Source: an optimization exercise on an open RTL-to-GDS flow (aim: small area). Production flows keep margins and buffers that such runs may drop. The RTL was checked by simulation tests, not by an equivalence proof against the original design. Power and IR drop assume default switching activity.

==> inputs of run a <==
==> flow/design.v (excerpt) <==
module cnn_pool_top (
    input  logic                 clk,
    input  logic                 reset_n,
    input  logic                 i_valid,
    output logic                 o_ready,
    input  logic [CI*PIX_BW-1:0] i_pixel,
    input  cnn_ctrl_pkg::pool_op_e             i_pool_op,
    output logic                 o_valid,
    output logic [CI*PIX_BW-1:0] o_pool,
    output logic                 o_last,
    input  logic                 i_ready
);
clock: 10.0 ns
lec_check: 0
abc_area: 1
cap_margin: 0
core_margin: 2
core_utilization: 80
slew_margin: 0
synth_hierarchical: 1
standard.sh (not shown) runs the stock make flow with config.mk's settings and CLKGATE_MAP_FILE= SYNTH_SCRIPT=/design/flow/synth_recipe.tcl, a recipe that flattens the netlist after the stock synthesis.
==> flow/flow/run.sh <==
#!/bin/bash
# The standard layout (the standard.sh, unchanged ORFS steps) with
# settings that only reduce cell area:
#  - Yosys's synth skips its quick ABC pass (-noabc), so the adders reach
#    extract_fa as written and map to full adders without inverters between
#    them; the final ABC run maps the logic for area alone
#    (flow/abc_area.script: no buffering or upsizing in ABC; OpenROAD
#    repairs slew, load and timing later);
#  - the port buffers are the smallest buffer, buf_1, not clkdlybuf4s50_1;
#  - CTS uses small clock buffers and no dummy loads.
# Each tool's output goes to a log file of its own in this folder.
set -euo pipefail
W=$PWD

rm -rf "$W/scripts_area"
cp -r "$FLOW_HOME/scripts" "$W/scripts_area"
cp "$W/flow/abc_area.script" "$W/scripts_area/abc_area.script"
# ABC keeps a22o_2 over the smaller a22o_1 of the same function; synthesis
# leaves it out (OpenROAD may still use it later)
sed -i '1i set ::env(DONT_USE_CELLS) "$::env(DONT_USE_CELLS) sky130_fd_sc_hd__a22o_2"' "$W/scripts_area/synth_preamble.tcl"
sed -i 's/^if { !\$::env(SYNTH_HIERARCHICAL) } {$/if { 1 } {/' "$W/scripts_area/synth.tcl"
grep -q '^if { 1 } {$' "$W/scripts_area/synth.tcl"
export SCRIPTS_DIR="$W/scripts_area"

export SYNTH_ARGS="-noabc"
export SYNTH_KEEP_MODULES="ring_sel acc_nsel word_gt"
export BUFFER_PORTS_ARGS="-buffer_cell sky130_fd_sc_hd__buf_1"
export CTS_ARGS="-sink_clustering_enable -repair_clock_nets -sink_clustering_size 20 -sink_clustering_max_diameter 60 -buf_list {sky130_fd_sc_hd__clkbuf_4 sky130_fd_sc_hd__clkbuf_8} -root_buf sky130_fd_sc_hd__clkbuf_8 -sink_clustering_buffer sky130_fd_sc_hd__clkbuf_8 -dont_use_dummy_load"

bash standard.sh synth > "$W/synth.log" 2>&1
bash standard.sh > "$W/layout.log" 2>&1
==> flow/flow/abc_area.script <==
strash
dc2
dch -f
map -a
topo
==> run b (differences from run a) <==
==> flow/design.v (replaced) <==
package cnn_geom_pkg;
    localparam int CI     = 3;
    localparam int PIX_BW = 16;
    localparam int IMG_W  = 8;
    localparam int IMG_H  = 8;
    localparam int POOL_W = IMG_W / 2;
    localparam int COL_BW = 3;
    localparam int ROW_BW = 3;
endpackage
package cnn_ctrl_pkg;
    typedef enum logic {
        POOL_MAX = 1'b0,
        POOL_AVG = 1'b1
    } pool_op_e;
    typedef enum logic [1:0] {
        S_IDLE = 2'd0,
        S_RUN  = 2'd1,
        S_HOLD = 2'd2
    } pool_state_e;
endpackage
import cnn_geom_pkg::*;
module relu_stage (
    input  logic [PIX_BW-1:0] i_pixel,
    output logic [PIX_BW-2:0] o_mag,
    output logic              o_neg
);
    assign o_mag = i_pixel[PIX_BW-2:0];
    assign o_neg = i_pixel[PIX_BW-1];
endmodule
import cnn_geom_pkg::*;
module line_buffer (
    input  logic              clk,
    input  logic              i_shift,
    input  logic              i_odd_col,
    input  logic              i_odd_row,
    input  cnn_ctrl_pkg::pool_op_e i_op,
    input  logic [PIX_BW-2:0] i_mag,
    input  logic              i_neg,
    output logic [PIX_BW-2:0] o_result
);
    logic [PIX_BW:0]   tail;
    logic [PIX_BW-1:0] ring [POOL_W-1];
    logic [PIX_BW-1:0] folded;
    logic [PIX_BW:0]   head;
    logic [PIX_BW:0]   acc_in;
    logic [PIX_BW:0]   acc_out;
    logic              avg;
    assign avg = (i_op == cnn_ctrl_pkg::POOL_AVG);
    assign folded = {tail[PIX_BW-1:1], avg ? tail[0] : tail[PIX_BW]};
    assign head   = {~avg & ring[0][0], ring[0][PIX_BW-1:1], avg & ring[0][0]};
    assign acc_in = (i_odd_col || !i_shift) ? tail
                  : (i_odd_row ? head : '0);
    pool_unit u_pool_unit (
        .i_op   (i_op),
        .i_hold (~i_shift),
        .i_acc  (acc_in),
        .i_mag  (i_mag),
        .i_neg  (i_neg),
        .o_acc  (acc_out)
    );
    always_ff @(posedge clk) begin
        tail <= acc_out;
        if (i_shift && !i_odd_col) begin
            ring[POOL_W-2] <= folded;
            for (int i = 0; i < POOL_W-2; i++) begin
                ring[i] <= ring[i+1];
            end
        end
    end
    assign o_result = tail[PIX_BW:2];
endmodule
import cnn_geom_pkg::*;
import cnn_ctrl_pkg::*;
module pool_unit (
    input  cnn_ctrl_pkg::pool_op_e  i_op,
    input  logic                    i_hold,
    input  logic [PIX_BW:0]         i_acc,
    input  logic [PIX_BW-2:0]       i_mag,
    input  logic                    i_neg,
    output logic [PIX_BW:0]         o_acc
);
    logic [PIX_BW:0]   nacc;
    logic [PIX_BW-2:0] naddend;
    logic [PIX_BW:0]   nsum;
    logic [PIX_BW+1:0] ncarry;
    logic [PIX_BW-1:0] borrow;
    logic              keep;
    assign nacc    = ~i_acc;
    assign naddend = (i_op == POOL_AVG && !i_neg && !i_hold) ? ~i_mag : '1;
    assign ncarry[0] = 1'b1;
    for (genvar i = 0; i <= PIX_BW; i++) begin : g_add
        if (i < PIX_BW-1) begin : g_fa
            assign nsum[i]     = nacc[i] ^ naddend[i] ^ ncarry[i];
            assign ncarry[i+1] = (nacc[i] & naddend[i]) | (nacc[i] & ncarry[i])
                               | (naddend[i] & ncarry[i]);
        end else begin : g_ha
            assign nsum[i]     = ~(nacc[i] ^ ncarry[i]);
            assign ncarry[i+1] = nacc[i] | ncarry[i];
        end
    end
    assign borrow[0] = 1'b0;
    for (genvar i = 0; i < PIX_BW-1; i++) begin : g_cmp
        assign borrow[i+1] = (nacc[i+2] & i_mag[i]) | (nacc[i+2] & borrow[i])
                           | (i_mag[i] & borrow[i]);
    end
    assign keep = i_neg | ~borrow[PIX_BW-1];
    assign o_acc = (i_op == POOL_AVG || keep || i_hold) ? ~nsum : {i_mag, 2'b00};
endmodule
import cnn_geom_pkg::*;
import cnn_ctrl_pkg::*;
module pool_ctrl (
    input  logic                 clk,
    input  logic                 reset_n,
    input  logic                 i_valid,
    output logic                 o_ready,
    input  cnn_ctrl_pkg::pool_op_e i_pool_op,
    output cnn_ctrl_pkg::pool_op_e o_op,
    output logic                 o_shift,
    output logic                 o_odd_col,
    output logic                 o_odd_row,
    output logic                 o_valid,
    output logic                 o_last,
    input  logic                 i_ready
);
    cnn_ctrl_pkg::pool_op_e op_q;
    logic [COL_BW-1:0] col;
    logic [ROW_BW-1:0] row;
    logic              accept;
    logic              frame_start;
    logic              win_done;
    assign o_ready = ~(o_valid & ~i_ready);
    assign accept  = i_valid & o_ready;
    assign frame_start = (row == '0) & (col == '0);
    assign win_done    = accept & row[0] & col[0];
    assign o_last = o_valid & frame_start;
    assign o_op      = cnn_ctrl_pkg::pool_op_e'(frame_start ? i_pool_op : op_q);
    assign o_shift   = accept;
    assign o_odd_col = col[0];
    assign o_odd_row = row[0];
    always_ff @(posedge clk or negedge reset_n) begin
        if (!reset_n) begin
            op_q    <= POOL_MAX;
            col     <= '0;
            row     <= '0;
            o_valid <= 1'b0;
        end else begin
            if (accept && frame_start) op_q <= i_pool_op;
            {row, col} <= {row, col} + (COL_BW+ROW_BW)'(accept);
            if (win_done) begin
                o_valid <= 1'b1;
            end else if (i_ready) begin
                o_valid <= 1'b0;
            end
        end
    end
endmodule
import cnn_geom_pkg::*;
import cnn_ctrl_pkg::*;
module cnn_pool_top (
    input  logic                 clk,
    input  logic                 reset_n,
    input  logic                 i_valid,
    output logic                 o_ready,
    input  logic [CI*PIX_BW-1:0] i_pixel,
    input  cnn_ctrl_pkg::pool_op_e             i_pool_op,
    output logic                 o_valid,
    output logic [CI*PIX_BW-1:0] o_pool,
    output logic                 o_last,
    input  logic                 i_ready
);
    logic                     shift;
    logic                     odd_col;
    logic                     odd_row;
    cnn_ctrl_pkg::pool_op_e   op;
    for (genvar c = 0; c < CI; c++) begin : g_ch
        logic [PIX_BW-2:0] result;
        logic [PIX_BW-2:0] mag;
        logic              neg;
        relu_stage u_relu (
            .i_pixel (i_pixel[c*PIX_BW +: PIX_BW]),
            .o_mag   (mag),
            .o_neg   (neg)
        );
        line_buffer u_line_buffer (
            .clk       (clk),
            .i_shift   (shift),
            .i_odd_col (odd_col),
            .i_odd_row (odd_row),
            .i_op      (op),
            .i_mag     (mag),
            .i_neg     (neg),
            .o_result  (result)
        );
        assign o_pool[c*PIX_BW +: PIX_BW] = {1'b0, result};
    end
    pool_ctrl u_pool_ctrl (
        .clk       (clk),
        .reset_n   (reset_n),
        .i_valid   (i_valid),
        .o_ready   (o_ready),
        .i_pool_op (i_pool_op),
        .o_op      (op),
        .o_shift   (shift),
        .o_odd_col (odd_col),
        .o_odd_row (odd_row),
        .o_valid   (o_valid),
        .o_last    (o_last),
        .i_ready   (i_ready)
    );
endmodule
--- a/flow/flow/run.sh
+++ b/flow/flow/run.sh
@@ -15,17 +15,14 @@
 rm -rf "$W/scripts_area"
 cp -r "$FLOW_HOME/scripts" "$W/scripts_area"
 cp "$W/flow/abc_area.script" "$W/scripts_area/abc_area.script"
 # ABC keeps a22o_2 over the smaller a22o_1 of the same function; synthesis
 # leaves it out (OpenROAD may still use it later)
 sed -i '1i set ::env(DONT_USE_CELLS) "$::env(DONT_USE_CELLS) sky130_fd_sc_hd__a22o_2"' "$W/scripts_area/synth_preamble.tcl"
-sed -i 's/^if { !\$::env(SYNTH_HIERARCHICAL) } {$/if { 1 } {/' "$W/scripts_area/synth.tcl"
-grep -q '^if { 1 } {$' "$W/scripts_area/synth.tcl"
 export SCRIPTS_DIR="$W/scripts_area"
 
 export SYNTH_ARGS="-noabc"
-export SYNTH_KEEP_MODULES="ring_sel acc_nsel word_gt"
 export BUFFER_PORTS_ARGS="-buffer_cell sky130_fd_sc_hd__buf_1"
-export CTS_ARGS="-sink_clustering_enable -repair_clock_nets -sink_clustering_size 20 -sink_clustering_max_diameter 60 -buf_list {sky130_fd_sc_hd__clkbuf_4 sky130_fd_sc_hd__clkbuf_8} -root_buf sky130_fd_sc_hd__clkbuf_8 -sink_clustering_buffer sky130_fd_sc_hd__clkbuf_8 -dont_use_dummy_load"
+export CTS_ARGS="-sink_clustering_enable -repair_clock_nets -sink_clustering_size 20 -sink_clustering_max_diameter 60 -buf_list {sky130_fd_sc_hd__clkbuf_2 sky130_fd_sc_hd__clkbuf_4 sky130_fd_sc_hd__clkbuf_8} -dont_use_dummy_load"
 
 bash standard.sh synth > "$W/synth.log" 2>&1
 bash standard.sh > "$W/layout.log" 2>&1
- SYNTH_HIERARCHICAL: 1 -> unset
==> run c (differences from run a) <==
==> flow/design.v (replaced) <==
package cnn_geom_pkg;
    localparam int CI     = 3;
    localparam int PIX_BW = 16;
    localparam int IMG_W  = 8;
    localparam int IMG_H  = 8;
    localparam int POOL_W = IMG_W / 2;
    localparam int COL_BW = 3;
    localparam int ROW_BW = 3;
endpackage
package cnn_ctrl_pkg;
    typedef enum logic {
        POOL_MAX = 1'b0,
        POOL_AVG = 1'b1
    } pool_op_e;
    typedef enum logic [1:0] {
        S_IDLE = 2'd0,
        S_RUN  = 2'd1,
        S_HOLD = 2'd2
    } pool_state_e;
endpackage
import cnn_geom_pkg::*;
module relu_stage (
    input  logic [PIX_BW-1:0] i_pixel,
    output logic [PIX_BW-2:0] o_mag,
    output logic              o_neg
);
    assign o_mag = i_pixel[PIX_BW-2:0];
    assign o_neg = i_pixel[PIX_BW-1];
endmodule
import cnn_geom_pkg::*;
module line_buffer (
    input  logic              clk,
    input  logic              i_shift,
    input  logic              i_odd_col,
    input  logic              i_odd_row,
    input  cnn_ctrl_pkg::pool_op_e i_op,
    input  logic [PIX_BW-2:0] i_mag,
    input  logic              i_neg,
    output logic [PIX_BW-2:0] o_result
);
    logic [PIX_BW:0]   tail;
    logic [PIX_BW-1:0] ring [POOL_W-1];
    logic [PIX_BW-1:0] folded;
    logic [PIX_BW:0]   head;
    logic [PIX_BW:0]   acc_in;
    logic [PIX_BW:0]   acc_out;
    logic              avg;
    assign avg = (i_op == cnn_ctrl_pkg::POOL_AVG);
    assign folded = {tail[PIX_BW-1:1], avg ? tail[0] : tail[PIX_BW]};
    assign head   = {~avg & ring[0][0], ring[0][PIX_BW-1:1], avg & ring[0][0]};
    assign acc_in = (i_odd_col || !i_shift) ? tail
                  : (i_odd_row ? head : '0);
    pool_unit u_pool_unit (
        .i_op   (i_op),
        .i_hold (~i_shift),
        .i_acc  (acc_in),
        .i_mag  (i_mag),
        .i_neg  (i_neg),
        .o_acc  (acc_out)
    );
    always_ff @(posedge clk) begin
        tail <= acc_out;
        if (i_shift && !i_odd_col) begin
            ring[POOL_W-2] <= folded;
            for (int i = 0; i < POOL_W-2; i++) begin
                ring[i] <= ring[i+1];
            end
        end
    end
    assign o_result = tail[PIX_BW:2];
endmodule
import cnn_geom_pkg::*;
import cnn_ctrl_pkg::*;
module pool_unit (
    input  cnn_ctrl_pkg::pool_op_e  i_op,
    input  logic                    i_hold,
    input  logic [PIX_BW:0]         i_acc,
    input  logic [PIX_BW-2:0]       i_mag,
    input  logic                    i_neg,
    output logic [PIX_BW:0]         o_acc
);
    logic [PIX_BW:0]   nacc;
    logic [PIX_BW-2:0] naddend;
    logic [PIX_BW:0]   nsum;
    logic [PIX_BW+1:0] ncarry;
    logic [PIX_BW-1:0] borrow;
    logic              keep;
    assign nacc    = ~i_acc;
    assign naddend = (i_op == POOL_AVG && !i_neg && !i_hold) ? ~i_mag : '1;
    assign ncarry[0] = 1'b1;
    for (genvar i = 0; i <= PIX_BW; i++) begin : g_add
        if (i < PIX_BW-1) begin : g_fa
            assign nsum[i]     = nacc[i] ^ naddend[i] ^ ncarry[i];
            assign ncarry[i+1] = (nacc[i] & naddend[i]) | (nacc[i] & ncarry[i])
                               | (naddend[i] & ncarry[i]);
        end else begin : g_ha
            assign nsum[i]     = ~(nacc[i] ^ ncarry[i]);
            assign ncarry[i+1] = nacc[i] | ncarry[i];
        end
    end
    assign borrow[0] = 1'b0;
    for (genvar i = 0; i < PIX_BW-1; i++) begin : g_cmp
        assign borrow[i+1] = (nacc[i+2] & i_mag[i]) | (nacc[i+2] & borrow[i])
                           | (i_mag[i] & borrow[i]);
    end
    assign keep = i_neg | ~borrow[PIX_BW-1];
    assign o_acc = (i_op == POOL_AVG || keep || i_hold) ? ~nsum : {i_mag, 2'b00};
endmodule
import cnn_geom_pkg::*;
import cnn_ctrl_pkg::*;
module pool_ctrl (
    input  logic                 clk,
    input  logic                 reset_n,
    input  logic                 i_valid,
    output logic                 o_ready,
    input  cnn_ctrl_pkg::pool_op_e i_pool_op,
    output cnn_ctrl_pkg::pool_op_e o_op,
    output logic                 o_shift,
    output logic                 o_odd_col,
    output logic                 o_odd_row,
    output logic                 o_valid,
    output logic                 o_last,
    input  logic                 i_ready
);
    cnn_ctrl_pkg::pool_op_e op_q;
    logic [COL_BW-1:0] col;
    logic [ROW_BW-1:0] row;
    logic              accept;
    logic              frame_start;
    logic              win_done;
    assign o_ready = ~(o_valid & ~i_ready);
    assign accept  = i_valid & o_ready;
    assign frame_start = (row == '0) & (col == '0);
    assign win_done    = accept & row[0] & col[0];
    assign o_last = o_valid & frame_start;
    assign o_op      = cnn_ctrl_pkg::pool_op_e'(frame_start ? i_pool_op : op_q);
    assign o_shift   = accept;
    assign o_odd_col = col[0];
    assign o_odd_row = row[0];
    always_ff @(posedge clk or negedge reset_n) begin
        if (!reset_n) begin
            op_q    <= POOL_MAX;
            col     <= '0;
            row     <= '0;
            o_valid <= 1'b0;
        end else begin
            if (accept && frame_start) op_q <= i_pool_op;
            {row, col} <= {row, col} + (COL_BW+ROW_BW)'(accept);
            if (win_done) begin
                o_valid <= 1'b1;
            end else if (i_ready) begin
                o_valid <= 1'b0;
            end
        end
    end
endmodule
import cnn_geom_pkg::*;
import cnn_ctrl_pkg::*;
module cnn_pool_top (
    input  logic                 clk,
    input  logic                 reset_n,
    input  logic                 i_valid,
    output logic                 o_ready,
    input  logic [CI*PIX_BW-1:0] i_pixel,
    input  cnn_ctrl_pkg::pool_op_e             i_pool_op,
    output logic                 o_valid,
    output logic [CI*PIX_BW-1:0] o_pool,
    output logic                 o_last,
    input  logic                 i_ready
);
    logic                     shift;
    logic                     odd_col;
    logic                     odd_row;
    cnn_ctrl_pkg::pool_op_e   op;
    for (genvar c = 0; c < CI; c++) begin : g_ch
        logic [PIX_BW-2:0] result;
        logic [PIX_BW-2:0] mag;
        logic              neg;
        relu_stage u_relu (
            .i_pixel (i_pixel[c*PIX_BW +: PIX_BW]),
            .o_mag   (mag),
            .o_neg   (neg)
        );
        line_buffer u_line_buffer (
            .clk       (clk),
            .i_shift   (shift),
            .i_odd_col (odd_col),
            .i_odd_row (odd_row),
            .i_op      (op),
            .i_mag     (mag),
            .i_neg     (neg),
            .o_result  (result)
        );
        assign o_pool[c*PIX_BW +: PIX_BW] = {1'b0, result};
    end
    pool_ctrl u_pool_ctrl (
        .clk       (clk),
        .reset_n   (reset_n),
        .i_valid   (i_valid),
        .o_ready   (o_ready),
        .i_pool_op (i_pool_op),
        .o_op      (op),
        .o_shift   (shift),
        .o_odd_col (odd_col),
        .o_odd_row (odd_row),
        .o_valid   (o_valid),
        .o_last    (o_last),
        .i_ready   (i_ready)
    );
endmodule
--- a/flow/flow/run.sh
+++ b/flow/flow/run.sh
@@ -15,17 +15,14 @@
 rm -rf "$W/scripts_area"
 cp -r "$FLOW_HOME/scripts" "$W/scripts_area"
 cp "$W/flow/abc_area.script" "$W/scripts_area/abc_area.script"
 # ABC keeps a22o_2 over the smaller a22o_1 of the same function; synthesis
 # leaves it out (OpenROAD may still use it later)
 sed -i '1i set ::env(DONT_USE_CELLS) "$::env(DONT_USE_CELLS) sky130_fd_sc_hd__a22o_2"' "$W/scripts_area/synth_preamble.tcl"
-sed -i 's/^if { !\$::env(SYNTH_HIERARCHICAL) } {$/if { 1 } {/' "$W/scripts_area/synth.tcl"
-grep -q '^if { 1 } {$' "$W/scripts_area/synth.tcl"
 export SCRIPTS_DIR="$W/scripts_area"
 
 export SYNTH_ARGS="-noabc"
-export SYNTH_KEEP_MODULES="ring_sel acc_nsel word_gt"
 export BUFFER_PORTS_ARGS="-buffer_cell sky130_fd_sc_hd__buf_1"
-export CTS_ARGS="-sink_clustering_enable -repair_clock_nets -sink_clustering_size 20 -sink_clustering_max_diameter 60 -buf_list {sky130_fd_sc_hd__clkbuf_4 sky130_fd_sc_hd__clkbuf_8} -root_buf sky130_fd_sc_hd__clkbuf_8 -sink_clustering_buffer sky130_fd_sc_hd__clkbuf_8 -dont_use_dummy_load"
+export CTS_ARGS="-sink_clustering_enable -repair_clock_nets -sink_clustering_size 20 -sink_clustering_max_diameter 60 -buf_list {sky130_fd_sc_hd__clkbuf_2 sky130_fd_sc_hd__clkbuf_4 sky130_fd_sc_hd__clkbuf_8} -dont_use_dummy_load"
 
 bash standard.sh synth > "$W/synth.log" 2>&1
 bash standard.sh > "$W/layout.log" 2>&1
- CAP_MARGIN: 0 -> 20
- CORE_UTILIZATION: 80 -> 65
- SLEW_MARGIN: 0 -> 20
- SYNTH_HIERARCHICAL: 1 -> unset
==> summary.txt <==
| item | run a | run b | run c |
|---|---|---|---|
| Stage delay of the slowest cell on the critical path | 460 ps | 450 ps | 440 ps |
| Share of layout cells above drive strength 1 | 5.32% | 5.21% | 5.47% |
| Register fraction of the total cell area | 45.6% | 59.5% | 59.1% |
| Clock latency on the worst-skew pair | 490 ps | 490 ps | 510 ps |
| Total power density per cell area | 332 nW/um2 | 286 nW/um2 | 281 nW/um2 |
| Number of DRC markers after the initial detailed-route iteration | 704 | 642 | 420 |
| Tapcells | 136 | 140 | 176 |
| Peak supply drop | 243 uV | 219 uV | 174 uV |
| Share of synthesized cell area in and, or, nand and nor gates | 7.04% | 5.73% | 5.73% |
| Met3 wirelength from detailed routing | 1230 um | 1350 um | 925 um |
| Clock Network Area Fraction | 2.14% | 2.07% | 2.20% |
| Switch Pwr | 1.14 mW | 0.950 mW | 0.912 mW |
| Placed instance area | 8810 um2 | 9120 um2 | 9170 um2 |
| Capture point of the critical path | g_ch[0].u_line_buffer.tail[16]$_DFF_P_ | g_ch[2].u_line_buffer.tail[16]$_DFF_P_ | g_ch[1].u_line_buffer.tail[16]$_DFF_P_ |
| Worst-case hold slack | 467 ps | 423 ps | 410 ps |
| Initial Utilization | 82.3% | 81.3% | 66.5% |
| Primary FF master, synth | dfxtp_1 | edfxtp_1 | edfxtp_1 |
| Data arrival time of the worst path | 9740 ps | 9880 ps | 9820 ps |
| Via count of the first global-routing pass | 6630 | 5468 | 5283 |
| Complex-gate fraction of the synthesized area | 26.6% | 12.3% | 12.3% |
| Final instance area | 9000 um2 | 9310 um2 | 9380 um2 |
| Result of the run | finished clean | finished clean | finished clean |
| Depth of the worst hold-timing path | 1 | 0 | 0 |
| First-pass GRT wire length | 31500 um | 26300 um | 26000 um |
| Routed length per placed instance | 18.8 um | 19.1 um | 17.1 um |
| Worst reg2reg path startpoint | u_pool_ctrl.col[2]$_DFF_PN0_ | u_pool_ctrl.row[0]$_DFF_PN0_ | u_pool_ctrl.row[0]$_DFF_PN0_ |

-- port drivers added, routing unchanged --
How much do the figures lean on ideal ports? The routed layouts below were timed once more, with nothing changed but the port constraints. Step 1 sets driving cells, clkbuf_16 on the clock port and buf_2 on the other inputs (assumed; they add their load-dependent delay and slew). Step 2, shift: input delay + t, output delay - t, t = (earliest + latest rising clock arrival at the registers) / 2. This alone moves slack from input paths to output paths. Three values: no drivers, after step 1, after step 2; two values: the first two.
| run | t, ns | setup slack, ns | worst setup path at the end |
|---|---|---|---|
| run a | 0.509 | 0.592 / 0.609 / 0.100 | input to register |
| run b | 0.519 | 0.457 / 0.469 / -0.050 | input to register |
| run c | 0.522 | 0.539 / 0.551 / 0.029 | input to register |
With both steps, setup timing fails in run b, where it was met with ideal ports. For run c, which loses most, drivers alone change the setup slack by +0.012 ns; drivers and shift together by -0.510 ns.
